This design comes from an exercise in tuning for small area and a short achievable clock period on the open sky130 flow, not from production work. Where RTL was checked, it was by simulation tests only, not by an equivalence proof against the original. Power figures rest on the tool's default switching activity, not on a simulated workload.

==> inputs of trial 80 <==
## fused_mult_top
module fused_mult_top (
	input  logic                     clk,
	input  logic                     reset,
	input  fused_mult_pkg::operand_t a,
	input  fused_mult_pkg::operand_t b,
	input  logic                     a_sign,
	input  logic                     b_sign,
	input  fused_mult_pkg::mode_t    mode,
	output fused_mult_pkg::result_t  result
);
clock: 11.0 ns
lec_check: 0
cap_margin: 20
core_margin: 2
core_utilization: 40
cts_cluster_diameter: 100
cts_cluster_size: 30
place_density: 0.6
setup_slack_margin: 5
slew_margin: 20
synth_hierarchical: 1
synth_minimum_keep_size: 0
standard.sh (not shown) runs the stock make flow with config.mk's settings and CLKGATE_MAP_FILE= SYNTH_SCRIPT=/design/flow/synth_recipe.tcl, a recipe that flattens the netlist after the stock synthesis.
==> flow/flow/run.sh <==
#!/bin/bash
# The standard layout (the standard.sh, unchanged synthesis and steps),
# with plain buf_1 cells as the port buffers instead of the resizer's
# default pick (a clock delay buffer).
export BUFFER_PORTS_ARGS="-buffer_cell sky130_fd_sc_hd__buf_1"
bash standard.sh > standard.log 2>&1
==> inputs of build 84, as changes to trial 80 <==
--- a/flow/design.v
+++ b/flow/design.v
@@ -2119,3 +2119,12 @@
 	assign co = a & b;
 endmodule
+module fm_hai (
+	input  logic a,
+	input  logic b,
+	output logic s,
+	output logic co
+);
+	assign s  = ~(a ^ b);
+	assign co = a | b;
+endmodule
 `default_nettype wire
==> flow/flow/run.sh (replaced) <==
#!/bin/bash
# The standard layout (the standard.sh, unchanged synthesis and steps),
# with plain buf_2 cells as the port buffers instead of the resizer's
# default pick (a clock delay buffer).
export BUFFER_PORTS_ARGS="-buffer_cell sky130_fd_sc_hd__buf_2"
bash standard.sh > standard.log 2>&1
==> inputs of trial 88, as changes to trial 80 <==
--- a/flow/design.v
+++ b/flow/design.v
@@ -2119,3 +2119,12 @@
 	assign co = a & b;
 endmodule
+module fm_hai (
+	input  logic a,
+	input  logic b,
+	output logic s,
+	output logic co
+);
+	assign s  = ~(a ^ b);
+	assign co = a | b;
+endmodule
 `default_nettype wire
==> flow/flow/run.sh (replaced) <==
#!/bin/bash
# The standard layout (the standard.sh, unchanged synthesis and steps),
# with plain buf_2 cells as the port buffers instead of the resizer's
# default pick (a clock delay buffer).
export BUFFER_PORTS_ARGS="-buffer_cell sky130_fd_sc_hd__buf_2"
bash standard.sh > standard.log 2>&1
- CTS_CLUSTER_DIAMETER: 100 -> not set
- CTS_CLUSTER_SIZE: 30 -> not set
==> qor summary <==
Run status: trial 88 finished clean; build 84 finished clean; trial 80 finished clean
Max Clock Skew: trial 88 0.0226 ns; build 84 0.0234 ns; trial 80 0.0189 ns
Switching pwr: trial 88 0.00546 W; build 84 0.00543 W; trial 80 0.00545 W
Routing usage on met3: trial 88 0.0421; build 84 0.0424; trial 80 0.0343
Total Routed Length: trial 88 105,000 microns; build 84 106,000 microns; trial 80 107,000 microns
Initial drt markers: trial 88 2,281; build 84 2,124; trial 80 2,212
Time the final worst path needs with I/O delays and setup: trial 88 5.95 ns; build 84 5.97 ns; trial 80 5.98 ns
Buffer and inverter count on the worst path: trial 88 3; build 84 2; trial 80 0
Post-route insts no fill: trial 88 3,733; build 84 3,727; trial 80 3,709
Maximum vdd drop: trial 88 0.000315 V; build 84 0.000315 V; trial 80 0.000295 V
Tightest slew margin relative to the limit: trial 88 0.282; build 84 0.278; trial 80 0.279
Placed cells: trial 88 3,657; build 84 3,657; trial 80 3,658
Met3 WL post-DR: trial 88 8530 microns; build 84 8620 microns; trial 80 8780 microns
Diodes inserted: trial 88 0; build 84 1; trial 80 1
GRT Resource Usage Total: trial 88 0.281; build 84 0.281; trial 80 0.286
For trial 80, only the layout was checked, not whether the RTL still works.

========
==> trial 21: inputs <==
fused_mult_top, a different RTL version from the one above (not shown whole).
Settings: LEC_CHECK=0, CAP_MARGIN=5, CORE_MARGIN=2, CORE_UTILIZATION=40, CTS_CLUSTER_DIAMETER=100, CTS_CLUSTER_SIZE=30, PLACE_DENSITY=0.6, SETUP_SLACK_MARGIN=5, SLEW_MARGIN=5, SYNTH_HIERARCHICAL=1, SYNTH_MINIMUM_KEEP_SIZE=0; clock period 11.0 ns.
==> flow/flow/run.sh <==
#!/bin/bash
# The standard layout (the standard.sh, unchanged synthesis and steps),
# with plain buf_1 cells as the port buffers instead of the resizer's
# default pick (a clock delay buffer).
export BUFFER_PORTS_ARGS="-buffer_cell sky130_fd_sc_hd__buf_1"
bash standard.sh > standard.log 2>&1
==> trial 97: changes against trial 21 <==
Settings changed: CAP_MARGIN 5 to 20, SLEW_MARGIN 5 to 20.
==> metrics.csv <==
metric,value,unit
status,timing/DRC/antenna clean,
ant_nets,0,
switchingPower,5372,µW
crit_fanout,9,
wl_met3,9701,µm
endpoint,row_q[1][6]$_DFF_P_,
vias,21760,
nWellTaps,931,
crit_type,flop to flop,
critPathArrivalTime,6.48,ns
Source of the figures above: trial 97

==> metrics.csv <==
metric,value,unit
status,timing/DRC/antenna clean,
endpoint,row_q[1][6]$_DFF_P_,
switchingPower,5372,µW
critPathArrivalTime,6.48,ns
ant_nets,0,
wl_met3,9701,µm
Source of the figures above: trial 21


========
==> run a: inputs <==
Starting RTL as in the previous note.
==> flow/design.v (excerpt) <==
module fused_mult_top (
	input  logic                     clk,
	input  logic                     reset,
	input  fused_mult_pkg::operand_t a,
	input  fused_mult_pkg::operand_t b,
	input  logic                     a_sign,
	input  logic                     b_sign,
	input  fused_mult_pkg::mode_t    mode,
	output fused_mult_pkg::result_t  result
);
export LEC_CHECK = 0
export CAP_MARGIN = 20
export CORE_MARGIN = 2
export CORE_UTILIZATION = 40
export CTS_CLUSTER_DIAMETER = 100
export CTS_CLUSTER_SIZE = 30
export GPL_TIMING_DRIVEN = 1
export PLACE_DENSITY = 0.6
export SETUP_SLACK_MARGIN = 5
export SLEW_MARGIN = 20
export SYNTH_HIERARCHICAL = 1
export SYNTH_MINIMUM_KEEP_SIZE = 0
create_clock -name core_clock -period 11.0 [get_ports {clk}]
Scripts as last shown in full above: flow/flow/run.sh
==> run b (differences from run a) <==
- CORE_UTILIZATION: 40 -> 60
- GPL_TIMING_DRIVEN: 1 -> not set
- PLACE_DENSITY: 0.6 -> 0.75
==> summary of the runs <==
Sequential power is about the same in run a and run b. Clock power: run a is smaller than run b (about 2%). In run a the die area is higher than in run b, by about 50%. Of run b and run a, run b has the higher count of clock-buffer cells in the layout (gap 1). Against run b, the global-route usage of run a is lower by 13 points. Fmax is about the same in run b and run a. Synthesized cell count is the same in run b and run a. Between run b and run a, the lower via count is in run a (gap 2.8%, measured against run a). Sequential cell count is the same in run b and run a.
==> figures <==
metric                                                                run b           run a
Final core utilization                                                66.6%           44.1%
Data required time of the worst path                               11410 ps        11400 ps
Fraction of power consumed by combinational cells                     81.2%           80.5%
NumNets Final                                                          3425            3411
Pre-CTS worst setup slack                                           4080 ps         4140 ps
Worst Hold Margin                                                    445 ps          427 ps
Sequential group power                                            0.00143 W       0.00144 W
Global-route wire length before repair                            147000 um       154000 um
Slew at the pin closest to its max-slew limit                       1130 ps         1010 ps
Repair and plain buffers                                                214             200
Power drawn by the clock network                                 0.000619 W      0.000604 W
Total power                                                        0.0109 W        0.0105 W
Total met3 wirelength after detailed routing                       11600 um         9700 um
Number of core rows                                                      78              96
Switching power of the nets                                       0.00559 W       0.00537 W
Fraction of layout instances using a drive strength above 1           12.6%           9.59%
Post-layout worst setup margin                                      4900 ps         4920 ps
Die Span Y                                                           219 um          268 um
Run status                                                   finished clean  finished clean
Routed metal-1 wirelength                                          37000 um        42600 um

[re-timing with driven ports]
Ports are ideal in the flow. The routed layouts listed here were re-timed in OpenROAD. Step 1 (the two cells are an assumption about what drives the block):
set clk [get_ports {clk}]
set_driving_cell -lib_cell sky130_fd_sc_hd__clkbuf_16 $clk
set_driving_cell -lib_cell sky130_fd_sc_hd__buf_2 [delete_from_list [all_inputs] $clk]
Step 2 also shifts input and output timing later by t, the mid clock arrival at the registers, as if the neighbouring blocks saw the same clock. Three values: ideal, step 1, step 2; two values: the first two.
run	t, ns	slack for setup (ns)	hold WS [ns]	pins driven straight from the clock port
trial 80	0.597	5.017 / 5.017 / 5.017	0.424 / 0.424 / 0.424	1
build 84	0.601	5.032 / 4.972 / 5.071	0.426 / 0.426 / 0.426	1
trial 88	0.639	5.046 / 4.985 / 5.053	0.415 / 0.415 / 0.415	1
trial 21	0.567	4.916 / 4.916 / 4.916	0.427 / 0.427 / 0.427	1
trial 97	0.567	4.916 / 4.916 / 4.916	0.427 / 0.427 / 0.427	1
run a	0.567	4.916 / 4.916 / 4.916	0.427 / 0.427 / 0.427	1
run b	0.593	4.905 / 4.905 / 4.905	0.445 / 0.445 / 0.445	1
After both steps setup and hold are still met in every run listed.
